This is an optimization exercise on Yosys and OpenROAD, whose aim is small area, not a production implementation. The RTL was checked by simulation tests, not by an equivalence proof against the original design.

==> exp/umber: inputs <==
// pdm_capture_pipeline
module pdm_capture_pipeline #(
  parameter int CHANNELS   = 4,
  parameter int CIC_ORDER  = 3,
  parameter int CIC_DELAY  = 1,
  parameter int ACC_WIDTH  = 32,
  parameter int PCM_WIDTH  = 16,
  parameter int FIFO_DEPTH = 8,
  localparam int CH_W  = (CHANNELS > 1) ? $clog2(CHANNELS) : 1,
  localparam int CNT_W = $clog2(FIFO_DEPTH) + 1
) (
  input  logic                 clk_i,
  input  logic                 rst_n_i,
  input  logic                 clk_en_i,
  input  logic                 pdm_i,
  input  logic                 pdm_valid_i,
  input  logic [CH_W-1:0]      pdm_channel_i,
  input  logic [6:0]           decimation_i,
  input  logic [4:0]           norm_shift_i,
  input  logic [15:0]          gain_i,
  output logic [PCM_WIDTH-1:0] pcm_o,
  output logic [CH_W-1:0]      pcm_channel_o,
  output logic                 pcm_valid_o,
  input  logic                 pcm_ready_i,
  output logic [CNT_W-1:0]     fifo_count_o,
  output logic                 overflow_o,
  input  logic                 clear_overflow_i
);
export LEC_CHECK = 0
export ABC_AREA = 1
export CAP_MARGIN = 20
export CORE_MARGIN = 2
export CORE_UTILIZATION = 40
export CTS_BUF_LIST = sky130_fd_sc_hd__clkbuf_8
export CTS_CLUSTER_DIAMETER = 60
export CTS_CLUSTER_SIZE = 16
export PLACE_DENSITY = 0.75
export SLEW_MARGIN = 20
export SYNTH_HIERARCHICAL = 1
export SYNTH_MINIMUM_KEEP_SIZE = 0
create_clock -name core_clock -period 11.0 [get_ports {clk_i}]
standard.sh (not shown) runs the stock make flow with config.mk's settings and CLKGATE_MAP_FILE= SYNTH_SCRIPT=/design/flow/synth_recipe.tcl, a recipe that flattens the netlist after the stock synthesis.
==> flow/flow/run.sh <==
#!/bin/bash
# The standard layout (standard.sh: the standard synthesis, then ORFS to finish) with three
# changes:
#  - Yosys's ABC technology mapping uses flow/abc_area.script (area-oriented &nf mapping, with
#    no buffering or sizing: the layout's repair steps size and buffer the netlist); the
#    ORFS scripts are copied to scripts_area/ with only that file replaced;
#  - the port buffers that global placement inserts are the smallest buffer cell;
#  - clock tree synthesis inserts no dummy loads.
# Each make run's full output goes to its own log here; ORFS keeps each step's log under
# orfs/logs/.
set -euo pipefail
rm -rf scripts_area
cp -r "$FLOW_HOME/scripts" scripts_area
cp flow/abc_area.script scripts_area/abc_area.script
export BUFFER_PORTS_ARGS="-buffer_cell sky130_fd_sc_hd__buf_1"
export CTS_ARGS="-sink_clustering_enable -repair_clock_nets -sink_clustering_size 10 -sink_clustering_max_diameter 40 -buf_list sky130_fd_sc_hd__clkbuf_4 -dont_use_dummy_load"
bash standard.sh SCRIPTS_DIR="$PWD/scripts_area" synth > flow_synth.log 2>&1
bash standard.sh finish > flow_make.log 2>&1
==> flow/flow/abc_area.script <==
strash
&get -n
&st
&dch
&nf -R 200
&put
topo
stime -c
==> inputs of exp/cedar, as changes to exp/umber <==
--- a/flow/flow/run.sh
+++ b/flow/flow/run.sh
@@ -9,10 +9,10 @@
 # Each make run's full output goes to its own log here; ORFS keeps each step's log under
 # orfs/logs/.
 set -euo pipefail
 rm -rf scripts_area
 cp -r "$FLOW_HOME/scripts" scripts_area
 cp flow/abc_area.script scripts_area/abc_area.script
 export BUFFER_PORTS_ARGS="-buffer_cell sky130_fd_sc_hd__buf_1"
-export CTS_ARGS="-sink_clustering_enable -repair_clock_nets -sink_clustering_size 10 -sink_clustering_max_diameter 40 -buf_list sky130_fd_sc_hd__clkbuf_4 -dont_use_dummy_load"
+export CTS_ARGS="-sink_clustering_enable -repair_clock_nets -sink_clustering_size 16 -sink_clustering_max_diameter 60 -buf_list sky130_fd_sc_hd__clkbuf_8 -dont_use_dummy_load"
 bash standard.sh SCRIPTS_DIR="$PWD/scripts_area" synth > flow_synth.log 2>&1
 bash standard.sh finish > flow_make.log 2>&1
CORE_UTILIZATION = 50   (was 40)
GPL_ROUTABILITY_DRIVEN = 0   (was default)
==> inputs of exp/maple, as changes to exp/umber <==
--- a/flow/design.v
+++ b/flow/design.v
@@ -37,15 +37,15 @@
   logic            r_in_bit, w_in_valid;
   logic [6:0]      r_i, r_na;
   logic [CH_W-1:0] w_in_ch;
   logic            r_s2_valid, r_s3_valid, r_s4_valid;
   logic [SW-1:0]   r_s2_data;
   logic [15:0]     r_s3_data, r_s4_data;
   logic [CH_W-1:0] r_s2_ch, r_s3_ch, r_s4_ch;
-  logic            w_done, w_nx, w_same;
+  logic            w_done, w_nx, w_same, w_live;
   logic [6:0]      w_r, w_i1, w_cnt, w_i_nxt, w_na_nxt;
   logic [SW-1:0]   w_y, w_p1, w_sa, w_sb;
   logic [P2W-1:0]  w_p2, w_sc;
   always_comb begin
     w_y  = '0;
     w_p1 = '0;
     w_p2 = '0;
@@ -63,22 +63,26 @@
     w_in_valid = |r_in_sel;
     if (r_i < 7'd3) w_p2 = '0;
     w_done = (r_na == 7'd1);
     w_nx   = ~r_in_bit;
     w_i1   = r_i + 7'd1;
     w_r    = (decimation_i < 7'd2) ? 7'd2 : decimation_i;
     w_same = 1'b0;
+    w_live = 1'b0;
     w_cnt  = '0;
     for (int c = 0; c < CHANNELS; c++) begin
       if (pdm_channel_i == CH_W'(c)) begin
-        w_same = w_same | r_in_sel[c];
-        if (r_live[c]) w_cnt = w_cnt | r_cnt[c];
+        w_same = r_in_sel[c];
+        w_live = r_live[c];
+        w_cnt  = r_cnt[c];
       end
     end
-    w_i_nxt = w_same ? (w_done ? 7'd0 : w_i1) : w_cnt;
+    if (w_same)      w_i_nxt = w_done ? 7'd0 : w_i1;
+    else if (w_live) w_i_nxt = w_cnt;
+    else             w_i_nxt = 7'd0;
     w_na_nxt = w_r - w_i_nxt;
   end
   logic c_0;
   logic c_1;
   logic c_2;
   logic c_3;
   logic c_4;
@@ -1875,24 +1879,16 @@
       if (w_push) r_wr <= r_wr + 1'b1;
       if (w_pop)  r_rd <= r_rd + 1'b1;
       if (w_drop)                r_overflow <= 1'b1;
       else if (clear_overflow_i) r_overflow <= 1'b0;
     end
   end
   assign pcm_valid_o   = !w_empty;
-  always_comb begin
-    pcm_o         = '0;
-    pcm_channel_o = '0;
-    for (int k = 0; k < FIFO_DEPTH; k++) begin
-      if (!w_empty && r_rd[AW-1:0] == AW'(k)) begin
-        pcm_o         = pcm_o | r_mem[k];
-        pcm_channel_o = pcm_channel_o | r_mem_ch[k];
-      end
-    end
-  end
+  assign pcm_o         = w_empty ? '0 : r_mem[r_rd[AW-1:0]];
+  assign pcm_channel_o = w_empty ? '0 : r_mem_ch[r_rd[AW-1:0]];
   assign fifo_count_o  = w_count;
   assign overflow_o    = r_overflow;
 endmodule
 module fa_cell (
   input  logic a,
   input  logic b,
   input  logic c,
==> flow/run.sh (new file) <==
#!/bin/bash
# synth_recipe.tcl (not shown) runs the flow's synth.tcl, then flattens the netlist and writes it again
# the make line also repeats each setting of config.mk as NAME=value (left out here)
make -C /OpenROAD-flow-scripts/flow DESIGN_CONFIG=/design/flow/config.mk WORK_HOME=/design/flow/orfs CLKGATE_MAP_FILE= SYNTH_SCRIPT=/design/flow/synth_recipe.tcl finish
PLACE_DENSITY = default   (was 0.75)
removed: flow/flow/run.sh
removed: flow/flow/abc_area.script
removed: flow/standard.sh
==> inputs of exp/zinc, as changes to exp/umber <==
--- a/flow/design.v
+++ b/flow/design.v
@@ -37,15 +37,15 @@
   logic            r_in_bit, w_in_valid;
   logic [6:0]      r_i, r_na;
   logic [CH_W-1:0] w_in_ch;
   logic            r_s2_valid, r_s3_valid, r_s4_valid;
   logic [SW-1:0]   r_s2_data;
   logic [15:0]     r_s3_data, r_s4_data;
   logic [CH_W-1:0] r_s2_ch, r_s3_ch, r_s4_ch;
-  logic            w_done, w_nx, w_same;
+  logic            w_done, w_nx, w_same, w_live;
   logic [6:0]      w_r, w_i1, w_cnt, w_i_nxt, w_na_nxt;
   logic [SW-1:0]   w_y, w_p1, w_sa, w_sb;
   logic [P2W-1:0]  w_p2, w_sc;
   always_comb begin
     w_y  = '0;
     w_p1 = '0;
     w_p2 = '0;
@@ -63,22 +63,26 @@
     w_in_valid = |r_in_sel;
     if (r_i < 7'd3) w_p2 = '0;
     w_done = (r_na == 7'd1);
     w_nx   = ~r_in_bit;
     w_i1   = r_i + 7'd1;
     w_r    = (decimation_i < 7'd2) ? 7'd2 : decimation_i;
     w_same = 1'b0;
+    w_live = 1'b0;
     w_cnt  = '0;
     for (int c = 0; c < CHANNELS; c++) begin
       if (pdm_channel_i == CH_W'(c)) begin
-        w_same = w_same | r_in_sel[c];
-        if (r_live[c]) w_cnt = w_cnt | r_cnt[c];
+        w_same = r_in_sel[c];
+        w_live = r_live[c];
+        w_cnt  = r_cnt[c];
       end
     end
-    w_i_nxt = w_same ? (w_done ? 7'd0 : w_i1) : w_cnt;
+    if (w_same)      w_i_nxt = w_done ? 7'd0 : w_i1;
+    else if (w_live) w_i_nxt = w_cnt;
+    else             w_i_nxt = 7'd0;
     w_na_nxt = w_r - w_i_nxt;
   end
   logic c_0;
   logic c_1;
   logic c_2;
   logic c_3;
   logic c_4;
@@ -1875,24 +1879,16 @@
       if (w_push) r_wr <= r_wr + 1'b1;
       if (w_pop)  r_rd <= r_rd + 1'b1;
       if (w_drop)                r_overflow <= 1'b1;
       else if (clear_overflow_i) r_overflow <= 1'b0;
     end
   end
   assign pcm_valid_o   = !w_empty;
-  always_comb begin
-    pcm_o         = '0;
-    pcm_channel_o = '0;
-    for (int k = 0; k < FIFO_DEPTH; k++) begin
-      if (!w_empty && r_rd[AW-1:0] == AW'(k)) begin
-        pcm_o         = pcm_o | r_mem[k];
-        pcm_channel_o = pcm_channel_o | r_mem_ch[k];
-      end
-    end
-  end
+  assign pcm_o         = w_empty ? '0 : r_mem[r_rd[AW-1:0]];
+  assign pcm_channel_o = w_empty ? '0 : r_mem_ch[r_rd[AW-1:0]];
   assign fifo_count_o  = w_count;
   assign overflow_o    = r_overflow;
 endmodule
 module fa_cell (
   input  logic a,
   input  logic b,
   input  logic c,
==> flow/run.sh (new file) <==
#!/bin/bash
# synth_recipe.tcl (not shown) runs the flow's synth.tcl, then flattens the netlist and writes it again
# the make line also repeats each setting of config.mk as NAME=value (left out here)
make -C /OpenROAD-flow-scripts/flow DESIGN_CONFIG=/design/flow/config.mk WORK_HOME=/design/flow/orfs CLKGATE_MAP_FILE= SYNTH_SCRIPT=/design/flow/synth_recipe.tcl finish
GPL_TIMING_DRIVEN = 0   (was default)
PLACE_DENSITY = default   (was 0.75)
removed: flow/flow/run.sh
removed: flow/flow/abc_area.script
removed: flow/standard.sh
==> comparison table <==
| item | exp/cedar | exp/zinc | exp/umber | exp/maple |
|---|---|---|---|---|
| Outcome | complete, no violations | complete, no violations | complete, no violations | complete, no violations |
| WP data arrival | 10.99 ns | 11.00 ns | 11.14 ns | 10.90 ns |
| Proportion of netlist area held by the largest area contributor | 0.440 | 0.416 | 0.440 | 0.416 |
| Critical Path Max Stage Delay | 0.49 ns | 0.57 ns | 0.60 ns | 0.57 ns |
| Core area | 0.0577 mm² | 0.0762 mm² | 0.0726 mm² | 0.0762 mm² |
| Vias | 18800 | 20900 | 18800 | 20400 |
| First-pass DRT Iterations | 8 | 5 | 6 | 5 |
| Die boundary width | 246 µm | 282 µm | 274 µm | 282 µm |
| Share of cell area taken by flip-flops and latches | 0.473 | 0.439 | 0.469 | 0.444 |
| Cell count after synthesis | 2170 | 2777 | 2170 | 2777 |
| All-Layer GR Usage | 0.221 | 0.204 | 0.180 | 0.192 |
| Proportion of synthesized area in mux cells | 0.0132 | 0.00292 | 0.0132 | 0.00292 |
| Multi-input combinational cell count | 1524 | 1864 | 1524 | 1864 |
| Netlist cell types | 48 | 56 | 48 | 56 |
| Post-Syn Nets | 2532 | 3134 | 2532 | 3134 |
| Ant diodes | 0 | 1 | 1 | 0 |
| Setup WS pre-CTS | 0.287 ns | 0.133 ns | 0.206 ns | 0.358 ns |
| Count of input and output buffers | 60 | 54 | 60 | 60 |
| Detailed-placement wirelength estimate | 44.6 mm | 59.1 mm | 45.6 mm | 51.8 mm |
| Basic-gate share of the synthesized area counting and, or, nand and nor cells | 0.0610 | 0.109 | 0.0610 | 0.109 |
| Non-clock buffer share of cell area | 0.0217 | 0.0407 | 0.0217 | 0.0326 |
| Actual slew at the worst max-slew pin | 1.09 ns | 0.890 ns | 1.09 ns | 0.971 ns |

-- what the ideal ports hide --
No port has a modelled driver above. Below, the same layouts with a new extraction and two added sets of constraints.
Step 1 assumes that a clkbuf_16 drives the clock port and a buf_2 every other input.
Step 2 moves the port delays by t, midway between the first and last clock arrival at a register: inputs arrive t later, outputs are due t later. That takes back most of the time a late clock gives input paths.
a / b / c = ideal ports / drivers / drivers and shift; a / b = the first two.
| run | t (ns) | setup slack, ns | latest minus earliest clock arrival (ns) |
|---|---|---|---|
| exp/umber | 0.834 | 0.345 / 0.345 / 0.345 | 0.134 / 0.134 |
| exp/cedar | 0.642 | 0.323 / 0.323 / 0.323 | 0.097 / 0.098 |
| exp/maple | 0.698 | 0.476 / 0.476 / 0.401 | 0.051 / 0.051 |
| exp/zinc | 0.720 | 0.395 / 0.395 / 0.177 | 0.045 / 0.045 |
After both steps setup and hold are still met in every run listed. For exp/zinc, which loses most, drivers alone change the setup slack by 0.000 ns; drivers and shift together by -0.218 ns.
